Source: an optimization exercise on an open RTL-to-GDS flow (aim: small area). Production flows keep margins and buffers that such runs may drop.
In this exercise RTL edits were held to simulation tests only and were not proved equivalent to the original.
The flow treats the clock pin as an ideal source, which a real chip does not have.
No activity file was given, so power comes from the tool's default toggle rates.

==> run a <==
## reg_file_mp
module reg_file_mp
#(
    parameter int DATA_W      = reg_file_pkg::DEFAULT_DATA_W,
    parameter int ADDR_W      = reg_file_pkg::DEFAULT_ADDR_W,
    parameter int PC_IDX      = reg_file_pkg::DEFAULT_PC_IDX,
    parameter int PC_READ_OFS = reg_file_pkg::DEFAULT_PC_READ_OFS
) (
    input  logic              clk,
    input  logic              reset,
    input  logic [ADDR_W-1:0] rd_sel_a,
    input  logic [ADDR_W-1:0] rd_sel_b,
    input  logic [ADDR_W-1:0] rd_sel_c,
    output logic [DATA_W-1:0] rd_data_a,
    output logic [DATA_W-1:0] rd_data_b,
    output logic [DATA_W-1:0] rd_data_c,
    output logic              rd_busy_a,
    output logic              rd_busy_b,
    output logic              rd_busy_c,
    input  logic              wr0_en,
    input  logic [ADDR_W-1:0] wr0_sel,
    input  logic [DATA_W-1:0] wr0_data,
    input  logic              wr1_en,
    input  logic [ADDR_W-1:0] wr1_sel,
    input  logic [DATA_W-1:0] wr1_data,
    input  logic              pc_en,
    input  logic [DATA_W-1:0] pc_data,
    input  logic              pend_en,
    input  logic [ADDR_W-1:0] pend_sel,
    output logic [DATA_W-1:0] pc_q,
    output logic [ADDR_W:0]   pend_count
);
    localparam int NUM_REGS = 2 ** ADDR_W;
    localparam int NPEND    = NUM_REGS - 1;
    logic [NUM_REGS-1:0][DATA_W-1:0] regFile_q, regFile_d;
    logic [NPEND-1:0]                pend_q, pend_d;
    logic [NUM_REGS-1:0]             w0, w1, s0, s1, sq;
    logic [NPEND-1:0]                ps;
    logic                            sp;
    always_comb begin
        for (int i = 0; i < NUM_REGS; i++) begin
            w0[i] = wr0_en && (wr0_sel == ADDR_W'(i));
            w1[i] = wr1_en && (wr1_sel == ADDR_W'(i));
            s1[i] = !reset && w1[i];
            s0[i] = !reset && w0[i] && !w1[i];
            sq[i] = !reset && !w0[i] && !w1[i];
        end
  ...
==> module reg_file_pc_ofs, before the edit <==
module reg_file_pc_ofs #(parameter int DATA_W = 32, parameter int OFS = 8) (
    input  logic [DATA_W-1:0] pc_i,
    output logic [DATA_W-1:0] pc_o
);
    if (OFS == 8) begin : gInc
        localparam int LO = 3;
        localparam int NB = (DATA_W - LO + 3) / 4;
        logic [NB:0]     cy;
        logic [NB*4-1:0] hi, sum;
        assign hi = (NB*4)'(pc_i[DATA_W-1:LO]);
        assign cy[0] = 1'b1;
        for (genvar b = 0; b < NB; b++) begin : gBlk
            reg_file_inc4 uInc (
                .a_i (hi[4*b +: 4]),
                .c_i (cy[b]),
                .s_o (sum[4*b +: 4]),
                .c_o (cy[b+1])
            );
        end
        assign pc_o = {sum[DATA_W-LO-1:0], pc_i[LO-1:0]};
    end else begin : gAdd
        assign pc_o = pc_i + DATA_W'(OFS);
    end
endmodule
==> module reg_file_inc4, before the edit <==
module reg_file_inc4 (
    input  logic [3:0] a_i,
    input  logic       c_i,
    output logic [3:0] s_o,
    output logic       c_o
);
    assign s_o[0] = a_i[0] ^ c_i;
    assign s_o[1] = a_i[1] ^ (c_i & a_i[0]);
    assign s_o[2] = a_i[2] ^ (c_i & a_i[0] & a_i[1]);
    assign s_o[3] = a_i[3] ^ (c_i & a_i[0] & a_i[1] & a_i[2]);
    assign c_o    = c_i & (&a_i);
endmodule
export LEC_CHECK = 0
export CAP_MARGIN = 20
export CELL_PAD_IN_SITES_DETAIL_PLACEMENT = 1
export CELL_PAD_IN_SITES_GLOBAL_PLACEMENT = 1
export CORE_MARGIN = 2
export CORE_UTILIZATION = 35
export PLACE_DENSITY = 0.5
export SLEW_MARGIN = 20
export SYNTH_HIERARCHICAL = 1
export SYNTH_MINIMUM_KEEP_SIZE = 0
create_clock -name core_clock -period 6.5 [get_ports {clk}]
standard.sh (not shown) runs the stock make flow with config.mk's settings and CLKGATE_MAP_FILE= SYNTH_SCRIPT=/design/flow/synth_recipe.tcl, a recipe that flattens the netlist after the stock synthesis.
==> flow/flow/run.sh <==
#!/bin/bash
# Layout flow: the standard ORFS flow (standard.sh, unchanged synthesis),
# with three changes:
#   - port buffers use the smallest buffer cell (every port still gets one);
#   - the clock tree is built from clkbuf_4 without dummy balancing loads;
#   - after clock-tree synthesis, gates driving a single input pin are set
#     back to drive strength 1 (flow/downsize.tcl); the global-route repair
#     steps size them up again where needed.
# The make output goes to standard.log; ORFS writes each step's log under
# orfs/logs/.
set -euo pipefail
bash standard.sh \
    'BUFFER_PORTS_ARGS=-buffer_cell sky130_fd_sc_hd__buf_1' \
    'CTS_ARGS=-sink_clustering_enable -repair_clock_nets -dont_use_dummy_load -buf_list sky130_fd_sc_hd__clkbuf_4' \
    "POST_CTS_TCL=$(pwd)/flow/downsize.tcl" \
    finish > standard.log 2>&1
==> flow/flow/downsize.tcl <==
# Gates whose output drives a single input pin go back to drive strength 1;
# the later repair steps (global-route repair_design and repair_timing) size
# them up again where slew, capacitance or timing need it.
set ds_count 0
foreach inst [[ord::get_db_block] getInsts] {
  set mname [[$inst getMaster] getName]
  if {![regexp {^sky130_fd_sc_hd__([a-z0-9]+)_([0-9]+)$} $mname -> fn drive]} { continue }
  if {$drive <= 1} { continue }
  if {[regexp {^(buf|clkbuf|clkinv|clkdly|dly|df|edf|sdf|sedf|dl|tap|fill|decap|conb|diode)} $fn]} { continue }
  set loads 0
  set ok 1
  foreach it [$inst getITerms] {
    if {![$it isOutputSignal]} { continue }
    set net [$it getNet]
    if {$net eq "NULL"} { set ok 0; break }
    if {[$net getSigType] ne "SIGNAL"} { set ok 0; break }
    if {[llength [$net getBTerms]] > 0} { set ok 0; break }
    foreach lt [$net getITerms] { if {[$lt isInputSignal]} { incr loads } }
  }
  if {!$ok || $loads != 1} { continue }
  set target [get_lib_cells -quiet */sky130_fd_sc_hd__${fn}_1]
  if {[llength $target] == 0} { continue }
  replace_cell [get_cells [$inst getName]] [lindex $target 0]
  incr ds_count
}
puts "downsize: $ds_count gates set to drive strength 1"
==> run b (differences from run a) <==
--- a/flow/design.v
+++ b/flow/design.v
@@ -207,17 +207,21 @@
     if (OFS == 8) begin : gInc
         localparam int LO = 3;
         localparam int NB = (DATA_W - LO + 3) / 4;
-        logic [NB:0]     cy;
+        logic [NB-1:0]   cy, ones;
         logic [NB*4-1:0] hi, sum;
         assign hi = (NB*4)'(pc_i[DATA_W-1:LO]);
-        assign cy[0] = 1'b1;
         for (genvar b = 0; b < NB; b++) begin : gBlk
             reg_file_inc4 uInc (
                 .a_i (hi[4*b +: 4]),
                 .c_i (cy[b]),
                 .s_o (sum[4*b +: 4]),
-                .c_o (cy[b+1])
+                .p_o (ones[b])
             );
+            if (b == 0) begin : gC0
+                assign cy[b] = 1'b1;
+            end else begin : gCn
+                assign cy[b] = &ones[b-1:0];
+            end
         end
         assign pc_o = {sum[DATA_W-LO-1:0], pc_i[LO-1:0]};
     end else begin : gAdd
@@ -228,13 +232,13 @@
     input  logic [3:0] a_i,
     input  logic       c_i,
     output logic [3:0] s_o,
-    output logic       c_o
+    output logic       p_o
 );
     assign s_o[0] = a_i[0] ^ c_i;
     assign s_o[1] = a_i[1] ^ (c_i & a_i[0]);
     assign s_o[2] = a_i[2] ^ (c_i & a_i[0] & a_i[1]);
     assign s_o[3] = a_i[3] ^ (c_i & a_i[0] & a_i[1] & a_i[2]);
-    assign c_o    = c_i & (&a_i);
+    assign p_o    = &a_i;
 endmodule
 module reg_file_popcount (
     input  logic [14:0] bits_i,
==> flow/flow/run.sh (replaced) <==
#!/bin/bash
# Layout flow: the standard ORFS flow (standard.sh, unchanged synthesis),
# with three changes:
#   - port buffers use the smallest buffer cell (every port still gets one);
#   - the clock tree is built from clkbuf_4 in clusters of up to 8
#     flip-flops within 60 um, without dummy balancing loads;
#   - after clock-tree synthesis, gates driving a single input pin are set
#     back to drive strength 1 (flow/downsize.tcl); the global-route repair
#     steps size them up again where needed.
# The make output goes to standard.log; ORFS writes each step's log under
# orfs/logs/.
set -euo pipefail
bash standard.sh \
    'BUFFER_PORTS_ARGS=-buffer_cell sky130_fd_sc_hd__buf_1' \
    'CTS_ARGS=-sink_clustering_enable -repair_clock_nets -dont_use_dummy_load -buf_list sky130_fd_sc_hd__clkbuf_4 -sink_clustering_size 8 -sink_clustering_max_diameter 60' \
    "POST_CTS_TCL=$(pwd)/flow/downsize.tcl" \
    finish > standard.log 2>&1
==> flow_summary.json <==
{
  "r2r-start": "pend_q[12]",
  "sh_seq_area_pct": 34.4,
  "outcome": "finished clean",
  "p_per_area_nw_per_um2": 201,
  "dieWidth_microns": 285,
  "buffers": 371,
  "cp.arrival_ps": 4240,
  "tapCellCount": 1050,
  "vias": 33900,
  "seq-power_w": 0.00342,
  "p_int_w": 0.00405,
  "tightest_slew_ps": 1120,
  "met1_length_microns": 66700,
  "p_sw_w": 0.00211
}
Source of the figures above: run b

==> flow_summary.json <==
{
  "outcome": "finished clean",
  "seq-power_w": 0.00343,
  "p_per_area_nw_per_um2": 218,
  "dieWidth_microns": 285,
  "tightest_slew_ps": 1100,
  "sh_seq_area_pct": 33.7,
  "p_sw_w": 0.00223,
  "cp.arrival_ps": 5040,
  "met1_length_microns": 66700
}
Source of the figures above: run a


* * *

==> 12-20: inputs <==
Starting RTL as in the previous note.
// reg_file_mp
module reg_file_mp
#(
    parameter int DATA_W      = reg_file_pkg::DEFAULT_DATA_W,
    parameter int ADDR_W      = reg_file_pkg::DEFAULT_ADDR_W,
    parameter int PC_IDX      = reg_file_pkg::DEFAULT_PC_IDX,
    parameter int PC_READ_OFS = reg_file_pkg::DEFAULT_PC_READ_OFS
) (
    input  logic              clk,
    input  logic              reset,
    input  logic [ADDR_W-1:0] rd_sel_a,
    input  logic [ADDR_W-1:0] rd_sel_b,
    input  logic [ADDR_W-1:0] rd_sel_c,
    output logic [DATA_W-1:0] rd_data_a,
    output logic [DATA_W-1:0] rd_data_b,
    output logic [DATA_W-1:0] rd_data_c,
    output logic              rd_busy_a,
    output logic              rd_busy_b,
    output logic              rd_busy_c,
    input  logic              wr0_en,
    input  logic [ADDR_W-1:0] wr0_sel,
    input  logic [DATA_W-1:0] wr0_data,
    input  logic              wr1_en,
    input  logic [ADDR_W-1:0] wr1_sel,
    input  logic [DATA_W-1:0] wr1_data,
    input  logic              pc_en,
    input  logic [DATA_W-1:0] pc_data,
    input  logic              pend_en,
    input  logic [ADDR_W-1:0] pend_sel,
    output logic [DATA_W-1:0] pc_q,
    output logic [ADDR_W:0]   pend_count
);
==> flow/config.mk <==
export PLATFORM = sky130hd
export DESIGN_NAME = reg_file_mp
export DESIGN_NICKNAME = reg_file_mp
export VERILOG_FILES = /design/flow/design.v
export SDC_FILE = /design/flow/constraint.sdc
export NUM_CORES = 4
export LEC_CHECK = 0
export CAP_MARGIN = 20
export CELL_PAD_IN_SITES_DETAIL_PLACEMENT = 1
export CELL_PAD_IN_SITES_GLOBAL_PLACEMENT = 1
export CORE_MARGIN = 2
export CORE_UTILIZATION = 35
export PLACE_DENSITY = 0.5
export SLEW_MARGIN = 20
export SYNTH_HIERARCHICAL = 1
export SYNTH_MINIMUM_KEEP_SIZE = 0
==> flow/constraint.sdc <==
create_clock -name core_clock -period 6.5 [get_ports {clk}]
set_input_delay 1.3000 -clock core_clock [delete_from_list [all_inputs] [get_ports {clk}]]
set_output_delay 1.3000 -clock core_clock [all_outputs]
set_load 0.01 [all_outputs]
==> flow/flow/run.sh <==
#!/bin/bash
# Layout flow: the standard ORFS flow (standard.sh, unchanged synthesis),
# with two settings changed:
#   - port buffers use the smallest buffer cell (every port still gets one);
#   - the clock tree is built from clkbuf_4 without dummy balancing loads.
# The make output goes to standard.log; ORFS writes each step's log under
# orfs/logs/.
set -euo pipefail
bash standard.sh \
    'BUFFER_PORTS_ARGS=-buffer_cell sky130_fd_sc_hd__buf_1' \
    'CTS_ARGS=-sink_clustering_enable -repair_clock_nets -dont_use_dummy_load -buf_list sky130_fd_sc_hd__clkbuf_4' \
    finish > standard.log 2>&1
==> inputs of 02-26, as changes to 12-20 <==
--- a/flow/design.v
+++ b/flow/design.v
@@ -209,6 +209,5 @@
         localparam int NB = (DATA_W - LO + 3) / 4;
-        logic [NB:0]     cy;
+        logic [NB-1:0]   cy, ones;
         logic [NB*4-1:0] hi, sum;
         assign hi = (NB*4)'(pc_i[DATA_W-1:LO]);
-        assign cy[0] = 1'b1;
         for (genvar b = 0; b < NB; b++) begin : gBlk
@@ -218,4 +217,9 @@
                 .s_o (sum[4*b +: 4]),
-                .c_o (cy[b+1])
+                .p_o (ones[b])
             );
+            if (b == 0) begin : gC0
+                assign cy[b] = 1'b1;
+            end else begin : gCn
+                assign cy[b] = &ones[b-1:0];
+            end
         end
@@ -230,3 +234,3 @@
     output logic [3:0] s_o,
-    output logic       c_o
+    output logic       p_o
 );
@@ -236,3 +240,3 @@
     assign s_o[3] = a_i[3] ^ (c_i & a_i[0] & a_i[1] & a_i[2]);
-    assign c_o    = c_i & (&a_i);
+    assign p_o    = &a_i;
 endmodule
==> flow/flow/run.sh (replaced) <==
#!/bin/bash
# Layout flow: the standard ORFS flow (standard.sh, unchanged synthesis),
# with three changes:
#   - port buffers use the smallest buffer cell (every port still gets one);
#   - the clock tree is built from clkbuf_4 in clusters of up to 8
#     flip-flops within 50 um, without dummy balancing loads;
#   - after clock-tree synthesis, gates driving a single input pin are set
#     back to drive strength 1 (flow/downsize.tcl); the global-route repair
#     steps size them up again where needed.
# The make output goes to standard.log; ORFS writes each step's log under
# orfs/logs/.
set -euo pipefail
bash standard.sh \
    'BUFFER_PORTS_ARGS=-buffer_cell sky130_fd_sc_hd__buf_1' \
    'CTS_ARGS=-sink_clustering_enable -repair_clock_nets -dont_use_dummy_load -buf_list sky130_fd_sc_hd__clkbuf_4 -sink_clustering_size 8 -sink_clustering_max_diameter 50' \
    "POST_CTS_TCL=$(pwd)/flow/downsize.tcl" \
    finish > standard.log 2>&1
==> flow/flow/downsize.tcl (new file) <==
# Gates whose output drives a single input pin go back to drive strength 1;
# the later repair steps (global-route repair_design and repair_timing) size
# them up again where slew, capacitance or timing need it.
set ds_count 0
foreach inst [[ord::get_db_block] getInsts] {
  set mname [[$inst getMaster] getName]
  if {![regexp {^sky130_fd_sc_hd__([a-z0-9]+)_([0-9]+)$} $mname -> fn drive]} { continue }
  if {$drive <= 1} { continue }
  if {[regexp {^(buf|clkbuf|clkinv|clkdly|dly|df|edf|sdf|sedf|dl|tap|fill|decap|conb|diode)} $fn]} { continue }
  set loads 0
  set ok 1
  foreach it [$inst getITerms] {
    if {![$it isOutputSignal]} { continue }
    set net [$it getNet]
    if {$net eq "NULL"} { set ok 0; break }
    if {[$net getSigType] ne "SIGNAL"} { set ok 0; break }
    if {[llength [$net getBTerms]] > 0} { set ok 0; break }
    foreach lt [$net getITerms] { if {[$lt isInputSignal]} { incr loads } }
  }
  if {!$ok || $loads != 1} { continue }
  set target [get_lib_cells -quiet */sky130_fd_sc_hd__${fn}_1]
  if {[llength $target] == 0} { continue }
  replace_cell [get_cells [$inst getName]] [lindex $target 0]
  incr ds_count
}
puts "downsize: $ds_count gates set to drive strength 1"
==> comparison table <==
| quantity | 02-26 | 12-20 |
|---|---|---|
| Worst hold path depth | 2 | 3 |
| Worst hold margin | 0.535 ns | 0.477 ns |
| Final worst-path cycle share | 0.853 | 0.972 |
| Amount of wire on met2 after detailed routing | 73.7 mm | 74.6 mm |
| Count of inserted antenna diode cells | 8 | 5 |
| Area growth from synthesis to final layout | 11.4% | 14.6% |
| Vias in the first global route | 32800 | 33500 |
| Post-synthesis area per instance | 9.63 µm² | 9.60 µm² |
| Logic pwr share | 0.142 | 0.130 |
| Portion of total power attributed to the clock network | 0.309 | 0.369 |
| Net switching power figure | 2.09 mW | 2.23 mW |
| Status | complete, no violations | complete, no violations |
| Site row count | 103 | 102 |
| Total of plain and repair buffers excluding clock buffers | 371 | 382 |
| Detailed Route WL | 180 mm | 178 mm |

[port drivers added, routing unchanged]
Ports are ideal in the flow. The routed layouts listed here were re-timed in OpenROAD. Step 1, drivers: a clkbuf_16 drives clk and a buf_2 each remaining input, both assumed. Step 2 moves the port delays by t, midway between the first and last clock arrival at a register: inputs arrive t later, outputs are due t later. That takes back most of the time a late clock gives input paths. Slacks: ideal / step 1 / step 2; pairs: ideal / step 1.
run	t (ns)	slack for setup (ns)	worst hold slack (ns)	clock arrival spread, ns	worst slew at a driven data input, ns
run a	1.079	0.161 / 0.090 / 1.123	0.466 / 0.464 / 0.527	0.162 / 0.162	0.07
run b	0.957	0.956 / 0.894 / 1.045	0.535 / 0.535 / 0.535	0.142 / 0.143	0.11
12-20	1.072	0.179 / 0.108 / 0.982	0.477 / 0.473 / 0.528	0.160 / 0.160	0.08
02-26	0.972	0.957 / 0.897 / 1.035	0.535 / 0.522 / 0.535	0.116 / 0.117	0.12
After both steps every run listed still meets setup and hold.
